This design comes from an exercise in tuning for a short achievable clock period and few clock cycles per item on the open sky130 flow, not from production work. Where RTL was checked, it was by simulation tests only, not by an equivalence proof against the original. Power figures rest on the tool's default switching activity, not on a simulated workload.

==> 10-03 <==
// wbe_mem_top
module wbe_mem_top #(
    parameter int ADDR_W      = 6,
    parameter int DATA_W      = 32,
    parameter int REQ_DEPTH   = 4,
    parameter int RSP_CREDITS = 2,
    parameter int LANES       = DATA_W / 8
) (
    input  logic              clk,
    input  logic              rst,
    input  logic              req_valid,
    input  logic [ADDR_W-1:0] req_addr,
    input  logic [LANES-1:0]  req_be,
    input  logic [DATA_W-1:0] req_wdata,
    input  logic              rsp_credit,
    output logic              req_credit,
    output logic              rsp_valid,
    output logic [DATA_W-1:0] rsp_rdata
);
==> module mem_issue_ctrl, before the edit <==
module mem_issue_ctrl #(
    parameter int RSP_CREDITS = 2,
    parameter int DATA_W      = 32,
    parameter int GROUPS      = 4,
    parameter int QDEPTH      = 3
) (
    input  logic                     clk,
    input  logic                     rst,
    input  logic                     s_valid,    
    input  logic [GROUPS*DATA_W-1:0] part,       
    input  logic                     rsp_credit,
    output logic                     req_credit,
    output logic                     rsp_valid,
    output logic [DATA_W-1:0]        rsp_rdata
);
    localparam int CNT_W = $clog2(RSP_CREDITS + 1);
    localparam int QN_W  = $clog2(QDEPTH + 1);
    logic              r_valid;                  
    logic [DATA_W-1:0] r_data;
    logic              head_valid;               
    logic [DATA_W-1:0] head_keep;                
    logic [DATA_W-1:0] head_nxt;
    logic [DATA_W-1:0] q_data [QDEPTH];          
    logic [QN_W-1:0]   q_cnt;
    logic [CNT_W-1:0]  slots;                    
    logic              head_free;
    logic              head_valid_nxt;
    logic              slot_left;
    always_comb begin
        r_data = '0;
        for (int g = 0; g < GROUPS; g++) begin
            r_data = r_data | part[g*DATA_W +: DATA_W];
        end
    end
    assign head_free      = !head_valid || rsp_valid;
    assign head_valid_nxt = !head_free || (q_cnt != '0) || r_valid;
    assign slot_left      = (slots != CNT_W'(rsp_valid));
    assign req_credit = rsp_valid;
    assign head_nxt = (q_cnt != '0) ? q_data[0] : r_data;
    always_ff @(posedge clk) begin
        rsp_rdata <= head_free ? head_nxt : head_keep;
        if (head_free) begin
            head_keep <= head_nxt;
        end
        for (int k = 0; k < QDEPTH; k++) begin
            if (head_free && q_cnt != '0) begin
                if (r_valid && q_cnt == QN_W'(k + 1)) begin
                    q_data[k] <= r_data;
                end else if (k + 1 < QDEPTH) begin
                    q_data[k] <= q_data[k + 1];
                end
            end else if (!head_free && r_valid && q_cnt == QN_W'(k)) begin
                q_data[k] <= r_data;
            end
        end
    end
    always_ff @(posedge clk) begin
        if (rst) begin
            r_valid    <= 1'b0;
            head_valid <= 1'b0;
            q_cnt      <= '0;
            slots      <= CNT_W'(RSP_CREDITS);
            rsp_valid  <= 1'b0;
        end else begin
            r_valid    <= s_valid;
            head_valid <= head_valid_nxt;
            if (head_free) begin
                if (q_cnt != '0 && !r_valid) q_cnt <= q_cnt - 1'b1;
            end else if (r_valid) begin
                q_cnt <= q_cnt + 1'b1;
            end
            slots     <= slots - CNT_W'(rsp_valid) + CNT_W'(rsp_credit);
            rsp_valid <= head_valid_nxt && (slot_left || rsp_credit);
        end
    end
endmodule
==> module wbe_sram, before the edit <==
module wbe_sram #(
    parameter int ADDR_W = 6,
    parameter int DATA_W = 32,
    parameter int LANES  = DATA_W / 8,
    parameter int DEPTH  = 2 ** ADDR_W,
    parameter int GROUPS = 4
) (
    input  logic                     clk,
    input  logic [DEPTH-1:0]         sel,
    input  logic [LANES-1:0]         be,
    input  logic [DATA_W-1:0]        wdata,
    output logic [GROUPS*DATA_W-1:0] part
);
    localparam int PER_GROUP = DEPTH / GROUPS;
    logic [DATA_W-1:0] words [DEPTH];    
    for (genvar w = 0; w < DEPTH; w++) begin : g_word
        for (genvar l = 0; l < LANES; l++) begin : g_lane
            always_ff @(posedge clk) begin
                if (sel[w] && be[l]) begin
                    words[w][l*8 +: 8] <= wdata[l*8 +: 8];
                end
            end
        end
    end
    always_ff @(posedge clk) begin
        for (int g = 0; g < GROUPS; g++) begin
            logic [DATA_W-1:0] acc;
            acc = '0;
            for (int k = 0; k < PER_GROUP; k++) begin
                acc = acc | ({DATA_W{sel[g*PER_GROUP + k]}} & words[g*PER_GROUP + k]);
            end
            part[g*DATA_W +: DATA_W] <= acc;
        end
    end
endmodule
==> module wbe_mem_top, before the edit <==
module wbe_mem_top #(
    parameter int ADDR_W      = 6,
    parameter int DATA_W      = 32,
    parameter int REQ_DEPTH   = 4,
    parameter int RSP_CREDITS = 2,
    parameter int LANES       = DATA_W / 8
) (
    input  logic              clk,
    input  logic              rst,
    input  logic              req_valid,
    input  logic [ADDR_W-1:0] req_addr,
    input  logic [LANES-1:0]  req_be,
    input  logic [DATA_W-1:0] req_wdata,
    input  logic              rsp_credit,
    output logic              req_credit,
    output logic              rsp_valid,
    output logic [DATA_W-1:0] rsp_rdata
);
    localparam int DEPTH  = 2 ** ADDR_W;
    localparam int GROUPS = 4;
    logic                     s_valid;
    logic [DEPTH-1:0]         s_sel;
    logic [LANES-1:0]         s_be;
    logic [DATA_W-1:0]        s_wdata;
    logic [GROUPS*DATA_W-1:0] part;
    req_credit_fifo #(
        .ADDR_W (ADDR_W),
        .DATA_W (DATA_W)
    ) u_fifo (
        .clk       (clk),
        .rst       (rst),
        .req_valid (req_valid),
        .req_addr  (req_addr),
        .req_be    (req_be),
        .req_wdata (req_wdata),
        .s_valid   (s_valid),
        .s_sel     (s_sel),
        .s_be      (s_be),
        .s_wdata   (s_wdata)
    );
    wbe_sram #(
        .ADDR_W (ADDR_W),
        .DATA_W (DATA_W),
        .GROUPS (GROUPS)
    ) u_sram (
        .clk   (clk),
        .sel   (s_sel),
        .be    (s_be),
        .wdata (s_wdata),
        .part  (part)
    );
    mem_issue_ctrl #(
        .RSP_CREDITS (RSP_CREDITS),
        .DATA_W      (DATA_W),
        .GROUPS      (GROUPS),
        .QDEPTH      (REQ_DEPTH - 1)
    ) u_ctrl (
        .clk        (clk),
        .rst        (rst),
        .s_valid    (s_valid),
        .part       (part),
        .rsp_credit (rsp_credit),
        .req_credit (req_credit),
        .rsp_valid  (rsp_valid),
        .rsp_rdata  (rsp_rdata)
    );
endmodule
==> module req_credit_fifo, before the edit <==
module req_credit_fifo #(
    parameter int ADDR_W = 6,
    parameter int DATA_W = 32,
    parameter int LANES  = DATA_W / 8,
    parameter int DEPTH  = 2 ** ADDR_W
) (
    input  logic              clk,
    input  logic              rst,
    input  logic              req_valid,
    input  logic [ADDR_W-1:0] req_addr,
    input  logic [LANES-1:0]  req_be,
    input  logic [DATA_W-1:0] req_wdata,
    output logic              s_valid,    
    output logic [DEPTH-1:0]  s_sel,      
    output logic [LANES-1:0]  s_be,       
    output logic [DATA_W-1:0] s_wdata
);
    always_ff @(posedge clk) begin
        for (int i = 0; i < DEPTH; i++) begin
            s_sel[i] <= (req_addr == ADDR_W'(i));
        end
        s_be    <= req_be & {LANES{req_valid}};
        s_wdata <= req_wdata;
    end
    always_ff @(posedge clk) begin
        if (rst) begin
            s_valid <= 1'b0;
        end else begin
            s_valid <= req_valid;
        end
    end
endmodule
Settings: LEC_CHECK=0, ABC_CLOCK_PERIOD_IN_PS=2000, CAP_MARGIN=20, CORE_MARGIN=2, CORE_UTILIZATION=65, PLACE_DENSITY=0.75, SETUP_SLACK_MARGIN=2.3, SLEW_MARGIN=20; clock period 4.3 ns.
run.sh (not shown) runs the stock make flow with config.mk's settings and CLKGATE_MAP_FILE= SYNTH_SCRIPT=/design/flow/synth_recipe.tcl, a recipe that flattens the netlist after the stock synthesis.
==> 02-09 (differences from 10-03) <==
--- a/flow/design.v
+++ b/flow/design.v
@@ -90,13 +90,13 @@
     logic              r_valid;                  
     logic [DATA_W-1:0] r_data;
-    logic              head_valid;               
+    logic              head_wait;                
     logic [DATA_W-1:0] head_keep;                
     logic [DATA_W-1:0] head_nxt;
     logic [DATA_W-1:0] q_data [QDEPTH];          
     logic [QN_W-1:0]   q_cnt;
-    logic [CNT_W-1:0]  slots;                    
+    logic [CNT_W-1:0]  slots_left;               
     logic              head_free;
     logic              head_valid_nxt;
-    logic              slot_left;
+    logic              send_nxt;
     always_comb begin
         r_data = '0;
@@ -105,12 +105,12 @@
         end
     end
-    assign head_free      = !head_valid || rsp_valid;
-    assign head_valid_nxt = !head_free || (q_cnt != '0) || r_valid;
-    assign slot_left      = (slots != CNT_W'(rsp_valid));
+    assign head_free      = !head_wait;
+    assign head_valid_nxt = head_wait || (q_cnt != '0) || r_valid;
+    assign send_nxt       = head_valid_nxt && ((slots_left != '0) || rsp_credit);
     assign req_credit = rsp_valid;
     assign head_nxt = (q_cnt != '0) ? q_data[0] : r_data;
     always_ff @(posedge clk) begin
         rsp_rdata <= head_free ? head_nxt : head_keep;
-        if (head_free) begin
+        if (head_free && head_valid_nxt) begin
             head_keep <= head_nxt;
         end
@@ -130,11 +130,11 @@
         if (rst) begin
             r_valid    <= 1'b0;
-            head_valid <= 1'b0;
+            head_wait  <= 1'b0;
             q_cnt      <= '0;
-            slots      <= CNT_W'(RSP_CREDITS);
+            slots_left <= CNT_W'(RSP_CREDITS);
             rsp_valid  <= 1'b0;
         end else begin
             r_valid    <= s_valid;
-            head_valid <= head_valid_nxt;
+            head_wait  <= head_valid_nxt && !send_nxt;
             if (head_free) begin
                 if (q_cnt != '0 && !r_valid) q_cnt <= q_cnt - 1'b1;
@@ -142,6 +142,6 @@
                 q_cnt <= q_cnt + 1'b1;
             end
-            slots     <= slots - CNT_W'(rsp_valid) + CNT_W'(rsp_credit);
-            rsp_valid <= head_valid_nxt && (slot_left || rsp_credit);
+            slots_left <= slots_left + CNT_W'(rsp_credit) - CNT_W'(send_nxt);
+            rsp_valid  <= send_nxt;
         end
     end
--- a/flow/config.mk
+++ b/flow/config.mk
@@ -6,9 +6,12 @@
 export NUM_CORES = 4
 export LEC_CHECK = 0
+export ABC_AREA = 1
 export ABC_CLOCK_PERIOD_IN_PS = 2000
 export CAP_MARGIN = 20
 export CORE_MARGIN = 2
 export CORE_UTILIZATION = 65
+export CTS_CLUSTER_DIAMETER = 100
+export CTS_CLUSTER_SIZE = 28
 export PLACE_DENSITY = 0.75
-export SETUP_SLACK_MARGIN = 2.3
+export SETUP_SLACK_MARGIN = 2.5
 export SLEW_MARGIN = 20
==> 10-08 (differences from 10-03) <==
--- a/flow/design.v
+++ b/flow/design.v
@@ -38,14 +38,12 @@
     parameter int DATA_W = 32,
     parameter int LANES  = DATA_W / 8,
-    parameter int DEPTH  = 2 ** ADDR_W,
-    parameter int GROUPS = 4
-) (
-    input  logic                     clk,
-    input  logic [DEPTH-1:0]         sel,
-    input  logic [LANES-1:0]         be,
-    input  logic [DATA_W-1:0]        wdata,
-    output logic [GROUPS*DATA_W-1:0] part
-);
-    localparam int PER_GROUP = DEPTH / GROUPS;
+    parameter int DEPTH  = 2 ** ADDR_W
+) (
+    input  logic              clk,
+    input  logic [DEPTH-1:0]  sel,
+    input  logic [LANES-1:0]  be,
+    input  logic [DATA_W-1:0] wdata,
+    output logic [DATA_W-1:0] rdata
+);
     logic [DATA_W-1:0] words [DEPTH];    
     for (genvar w = 0; w < DEPTH; w++) begin : g_word
@@ -58,12 +56,8 @@
         end
     end
-    always_ff @(posedge clk) begin
-        for (int g = 0; g < GROUPS; g++) begin
-            logic [DATA_W-1:0] acc;
-            acc = '0;
-            for (int k = 0; k < PER_GROUP; k++) begin
-                acc = acc | ({DATA_W{sel[g*PER_GROUP + k]}} & words[g*PER_GROUP + k]);
-            end
-            part[g*DATA_W +: DATA_W] <= acc;
+    always_comb begin
+        rdata = '0;
+        for (int k = 0; k < DEPTH; k++) begin
+            rdata = rdata | ({DATA_W{sel[k]}} & words[k]);
         end
     end
@@ -74,47 +68,45 @@
     parameter int RSP_CREDITS = 2,
     parameter int DATA_W      = 32,
-    parameter int GROUPS      = 4,
     parameter int QDEPTH      = 3
 ) (
-    input  logic                     clk,
-    input  logic                     rst,
-    input  logic                     s_valid,    
-    input  logic [GROUPS*DATA_W-1:0] part,       
-    input  logic                     rsp_credit,
-    output logic                     req_credit,
-    output logic                     rsp_valid,
-    output logic [DATA_W-1:0]        rsp_rdata
+    input  logic              clk,
+    input  logic              rst,
+    input  logic              s_valid,    
+    input  logic [DATA_W-1:0] s_rdata,    
+    input  logic              rsp_credit,
+    output logic              req_credit,
+    output logic              rsp_valid,
+    output logic [DATA_W-1:0] rsp_rdata
 );
     localparam int CNT_W = $clog2(RSP_CREDITS + 1);
     localparam int QN_W  = $clog2(QDEPTH + 1);
     logic              r_valid;                  
-    logic [DATA_W-1:0] r_data;
+    logic [DATA_W-1:0] r_data;                   
     logic              head_valid;               
     logic [DATA_W-1:0] head_keep;                
-    logic [DATA_W-1:0] head_nxt;
     logic [DATA_W-1:0] q_data [QDEPTH];          
     logic [QN_W-1:0]   q_cnt;
     logic [CNT_W-1:0]  slots;                    
     logic              head_free;
+    logic              q_any;
+    logic              direct;                   
     logic              head_valid_nxt;
     logic              slot_left;
-    always_comb begin
-        r_data = '0;
-        for (int g = 0; g < GROUPS; g++) begin
-            r_data = r_data | part[g*DATA_W +: DATA_W];
-        end
-    end
+    logic [DATA_W-1:0] head_alt;
     assign head_free      = !head_valid || rsp_valid;
-    assign head_valid_nxt = !head_free || (q_cnt != '0) || r_valid;
+    assign q_any          = (q_cnt != '0);
+    assign direct         = head_free && !q_any && !r_valid;
+    assign head_valid_nxt = !head_free || q_any || r_valid || s_valid;
     assign slot_left      = (slots != CNT_W'(rsp_valid));
     assign req_credit = rsp_valid;
-    assign head_nxt = (q_cnt != '0) ? q_data[0] : r_data;
-    always_ff @(posedge clk) begin
-        rsp_rdata <= head_free ? head_nxt : head_keep;
-        if (head_free) begin
-            head_keep <= head_nxt;
-        end
+    assign head_alt = !head_free ? head_keep : (q_any ? q_data[0] : r_data);
+    always_ff @(posedge clk) begin
+        rsp_rdata <= direct ? s_rdata : head_alt;
+        if (head_free && head_valid_nxt) begin
+            head_keep <= direct ? s_rdata : head_alt;
+        end
+        r_data <= s_rdata;
         for (int k = 0; k < QDEPTH; k++) begin
-            if (head_free && q_cnt != '0) begin
+            if (head_free && q_any) begin
                 if (r_valid && q_cnt == QN_W'(k + 1)) begin
                     q_data[k] <= r_data;
@@ -135,8 +127,8 @@
             rsp_valid  <= 1'b0;
         end else begin
-            r_valid    <= s_valid;
+            r_valid    <= s_valid && !direct;
             head_valid <= head_valid_nxt;
             if (head_free) begin
-                if (q_cnt != '0 && !r_valid) q_cnt <= q_cnt - 1'b1;
+                if (q_any && !r_valid) q_cnt <= q_cnt - 1'b1;
             end else if (r_valid) begin
                 q_cnt <= q_cnt + 1'b1;
@@ -168,10 +160,9 @@
 );
     localparam int DEPTH  = 2 ** ADDR_W;
-    localparam int GROUPS = 4;
     logic                     s_valid;
     logic [DEPTH-1:0]         s_sel;
     logic [LANES-1:0]         s_be;
     logic [DATA_W-1:0]        s_wdata;
-    logic [GROUPS*DATA_W-1:0] part;
+    logic [DATA_W-1:0]        s_rdata;
     req_credit_fifo #(
         .ADDR_W (ADDR_W),
@@ -191,6 +182,5 @@
     wbe_sram #(
         .ADDR_W (ADDR_W),
-        .DATA_W (DATA_W),
-        .GROUPS (GROUPS)
+        .DATA_W (DATA_W)
     ) u_sram (
         .clk   (clk),
@@ -198,10 +188,9 @@
         .be    (s_be),
         .wdata (s_wdata),
-        .part  (part)
+        .rdata (s_rdata)
     );
     mem_issue_ctrl #(
         .RSP_CREDITS (RSP_CREDITS),
         .DATA_W      (DATA_W),
-        .GROUPS      (GROUPS),
         .QDEPTH      (REQ_DEPTH - 1)
     ) u_ctrl (
@@ -209,5 +198,5 @@
         .rst        (rst),
         .s_valid    (s_valid),
-        .part       (part),
+        .s_rdata    (s_rdata),
         .rsp_credit (rsp_credit),
         .req_credit (req_credit),
==> 04-25 (differences from 10-03) <==
--- a/flow/design.v
+++ b/flow/design.v
@@ -15,12 +15,18 @@
     output logic [DEPTH-1:0]  s_sel,      
     output logic [LANES-1:0]  s_be,       
-    output logic [DATA_W-1:0] s_wdata
-);
+    output logic [DATA_W-1:0] s_wdata,
+    output logic [LANES-1:0]  f_be,       
+    output logic [DATA_W-1:0] f_wdata     
+);
+    logic [ADDR_W-1:0] s_addr;
     always_ff @(posedge clk) begin
         for (int i = 0; i < DEPTH; i++) begin
             s_sel[i] <= (req_addr == ADDR_W'(i));
         end
+        s_addr  <= req_addr;
         s_be    <= req_be & {LANES{req_valid}};
         s_wdata <= req_wdata;
+        f_be    <= (req_addr == s_addr) ? s_be : '0;
+        f_wdata <= s_wdata;
     end
     always_ff @(posedge clk) begin
@@ -45,8 +51,10 @@
     input  logic [LANES-1:0]         be,
     input  logic [DATA_W-1:0]        wdata,
+    input  logic [ADDR_W-1:0]        raddr,
     output logic [GROUPS*DATA_W-1:0] part
 );
     localparam int PER_GROUP = DEPTH / GROUPS;
     logic [DATA_W-1:0] words [DEPTH];    
+    logic [DEPTH-1:0]  rsel;
     for (genvar w = 0; w < DEPTH; w++) begin : g_word
         for (genvar l = 0; l < LANES; l++) begin : g_lane
@@ -58,4 +66,9 @@
         end
     end
+    always_comb begin
+        for (int i = 0; i < DEPTH; i++) begin
+            rsel[i] = (raddr == ADDR_W'(i));
+        end
+    end
     always_ff @(posedge clk) begin
         for (int g = 0; g < GROUPS; g++) begin
@@ -63,5 +76,5 @@
             acc = '0;
             for (int k = 0; k < PER_GROUP; k++) begin
-                acc = acc | ({DATA_W{sel[g*PER_GROUP + k]}} & words[g*PER_GROUP + k]);
+                acc = acc | ({DATA_W{rsel[g*PER_GROUP + k]}} & words[g*PER_GROUP + k]);
             end
             part[g*DATA_W +: DATA_W] <= acc;
@@ -81,4 +94,6 @@
     input  logic                     s_valid,    
     input  logic [GROUPS*DATA_W-1:0] part,       
+    input  logic [DATA_W/8-1:0]      f_be,       
+    input  logic [DATA_W-1:0]        f_wdata,
     input  logic                     rsp_credit,
     output logic                     req_credit,
@@ -89,4 +104,5 @@
     localparam int QN_W  = $clog2(QDEPTH + 1);
     logic              r_valid;                  
+    logic [DATA_W-1:0] r_read;
     logic [DATA_W-1:0] r_data;
     logic              head_valid;               
@@ -100,9 +116,13 @@
     logic              slot_left;
     always_comb begin
-        r_data = '0;
+        r_read = '0;
         for (int g = 0; g < GROUPS; g++) begin
-            r_data = r_data | part[g*DATA_W +: DATA_W];
-        end
-    end
+            r_read = r_read | part[g*DATA_W +: DATA_W];
+        end
+        for (int l = 0; l < DATA_W / 8; l++) begin
+            r_data[l*8 +: 8] = f_be[l] ? f_wdata[l*8 +: 8] : r_read[l*8 +: 8];
+        end
+    end
+    assign r_valid = s_valid;
     assign head_free      = !head_valid || rsp_valid;
     assign head_valid_nxt = !head_free || (q_cnt != '0) || r_valid;
@@ -112,5 +132,5 @@
     always_ff @(posedge clk) begin
         rsp_rdata <= head_free ? head_nxt : head_keep;
-        if (head_free) begin
+        if (head_free && head_valid_nxt) begin
             head_keep <= head_nxt;
         end
@@ -129,5 +149,4 @@
     always_ff @(posedge clk) begin
         if (rst) begin
-            r_valid    <= 1'b0;
             head_valid <= 1'b0;
             q_cnt      <= '0;
@@ -135,5 +154,4 @@
             rsp_valid  <= 1'b0;
         end else begin
-            r_valid    <= s_valid;
             head_valid <= head_valid_nxt;
             if (head_free) begin
@@ -173,4 +191,6 @@
     logic [LANES-1:0]         s_be;
     logic [DATA_W-1:0]        s_wdata;
+    logic [LANES-1:0]         f_be;
+    logic [DATA_W-1:0]        f_wdata;
     logic [GROUPS*DATA_W-1:0] part;
     req_credit_fifo #(
@@ -187,5 +207,7 @@
         .s_sel     (s_sel),
         .s_be      (s_be),
-        .s_wdata   (s_wdata)
+        .s_wdata   (s_wdata),
+        .f_be      (f_be),
+        .f_wdata   (f_wdata)
     );
     wbe_sram #(
@@ -198,4 +220,5 @@
         .be    (s_be),
         .wdata (s_wdata),
+        .raddr (req_addr),
         .part  (part)
     );
@@ -210,4 +233,6 @@
         .s_valid    (s_valid),
         .part       (part),
+        .f_be       (f_be),
+        .f_wdata    (f_wdata),
         .rsp_credit (rsp_credit),
         .req_credit (req_credit),
--- a/flow/config.mk
+++ b/flow/config.mk
@@ -10,4 +10,6 @@
 export CORE_MARGIN = 2
 export CORE_UTILIZATION = 65
+export CTS_CLUSTER_DIAMETER = 100
+export CTS_CLUSTER_SIZE = 28
 export PLACE_DENSITY = 0.75
 export SETUP_SLACK_MARGIN = 2.3
==> summary of the runs <==
10-03 completed with no timing, DRC or antenna violations. 04-25 completed with no timing, DRC or antenna violations. 02-09 finished clean. 10-08 went through all stages and came out clean.
Area after synthesis: 02-09 is higher than 04-25 (about 1.5%).
The lowest core utilization belongs to 02-09, the highest to 10-08.
Against 02-09, the clock power of 10-08 is higher by 68%.
Against 02-09, the sequential share of layout area of 04-25 is higher by 0.81 points.
Total power, highest first: 10-08, 10-03, 02-09, 04-25.
The highest first-iteration DRC count belongs to 10-08, the lowest to 10-03.
Synthesized cell count, highest first: 02-09, 04-25, 10-08, 10-03.
Clock skew: 10-08 is higher than 02-09 (19 ps).
Register-to-register slack: 02-09 > 04-25 > 10-03 > 10-08.
The lowest cell area belongs to 10-03, the highest to 10-08.
==> figures <==
Status: 04-25 complete, no violations; 10-08 complete, no violations; 02-09 complete, no violations; 10-03 complete, no violations
Total routed wirelength: 04-25 230000 um; 10-08 292000 um; 02-09 228000 um; 10-03 207000 um
Number of cells traversed by the worst register-to-register path: 04-25 5; 10-08 6; 02-09 11; 10-03 4
Post-DP HPWL: 04-25 144000 um; 10-08 138000 um; 02-09 144000 um; 10-03 124000 um
Die Span X: 04-25 376 um; 10-08 364 um; 02-09 379 um; 10-03 365 um
Site row count: 04-25 136; 10-08 132; 02-09 137; 10-03 132
Fill cells: 04-25 8367; 10-08 6078; 02-09 9277; 10-03 7285
Most numerous cell in the Yosys netlist: 04-25 sky130_fd_sc_hd__edfxtp_1; 10-08 sky130_fd_sc_hd__edfxtp_1; 02-09 sky130_fd_sc_hd__nand2_1; 10-03 sky130_fd_sc_hd__edfxtp_1
GP Congestion: 04-25 0.888; 10-08 0.920; 02-09 0.907; 10-03 0.890
Worst slack on hold paths: 04-25 350 ps; 10-08 411 ps; 02-09 422 ps; 10-03 432 ps
Multi-input gate share of total cell area: 04-25 18.6%; 10-08 16.6%; 02-09 17.8%; 10-03 14.2%
Average size of a mapped cell: 04-25 16.8 sq um; 10-08 18.8 sq um; 02-09 12.0 sq um; 10-03 19.3 sq um
Routed WL per cell: 04-25 31.7 um; 10-08 42.6 um; 02-09 23.9 um; 10-03 32.1 um
Hold-critical path endpoint: 04-25 u_fifo.s_addr[4]; 10-08 u_fifo.s_wdata[15]; 02-09 u_ctrl.r_valid; 10-03 u_fifo.s_wdata[7]
Power in sequential cells: 04-25 27.7 mW; 10-08 26.8 mW; 02-09 27.7 mW; 10-03 26.8 mW
Finished Cell Area: 04-25 0.0976 sq mm; 10-08 0.101 sq mm; 02-09 0.0977 sq mm; 10-03 0.0949 sq mm
H-tree level count: 04-25 3; 10-08 4; 02-09 3; 10-03 4
Combinational cell fraction of total power: 04-25 8.0%; 10-08 9.9%; 02-09 11.3%; 10-03 6.0%
Maximum net fanout on the critical path: 04-25 5; 10-08 6; 02-09 1; 10-03 1
Total global routing track utilization: 04-25 32.2%; 10-08 42.1%; 02-09 31.6%; 10-03 31.3%
Switching pwr: 04-25 9.46 mW; 10-08 12.4 mW; 02-09 10.6 mW; 10-03 10.6 mW
Testbench counts of 02-09, summed over its fixed seeds: cycles 4,120, items 4,096.
No functional check of the RTL was part of 10-03, 10-08 and 04-25.

what the ideal ports hide:
The results above use ideal ports. As a check the final layouts listed here were re-extracted and re-timed, cells and wires unchanged.
Step 1 assumes that a clkbuf_16 drives the clock port and a buf_2 every other input.
Step 2 also shifts input and output timing later by t, the mid clock arrival at the registers, as if the neighbouring blocks saw the same clock.
Slacks: ideal ports / drivers / drivers and shift; pairs: ideal ports / drivers.
| run | shift t [ns] | slack for setup (ns) | slew at the worst register clock pin (ns) |
|---|---|---|---|
| 10-03 | 0.933 | 2.015 / 1.934 / 1.826 | 0.07 / 0.07 |
| 02-09 | 0.847 | 2.145 / 2.061 / 1.829 | 0.12 / 0.12 |
| 10-08 | 0.956 | 1.223 / 1.223 / 1.223 | 0.10 / 0.10 |
| 04-25 | 0.841 | 2.178 / 2.059 / 1.219 | 0.11 / 0.11 |
After both steps every run listed still meets setup and hold. The setup slack of 04-25, which loses most, moves by -0.119 ns with the drivers and by -0.959 ns with both steps.
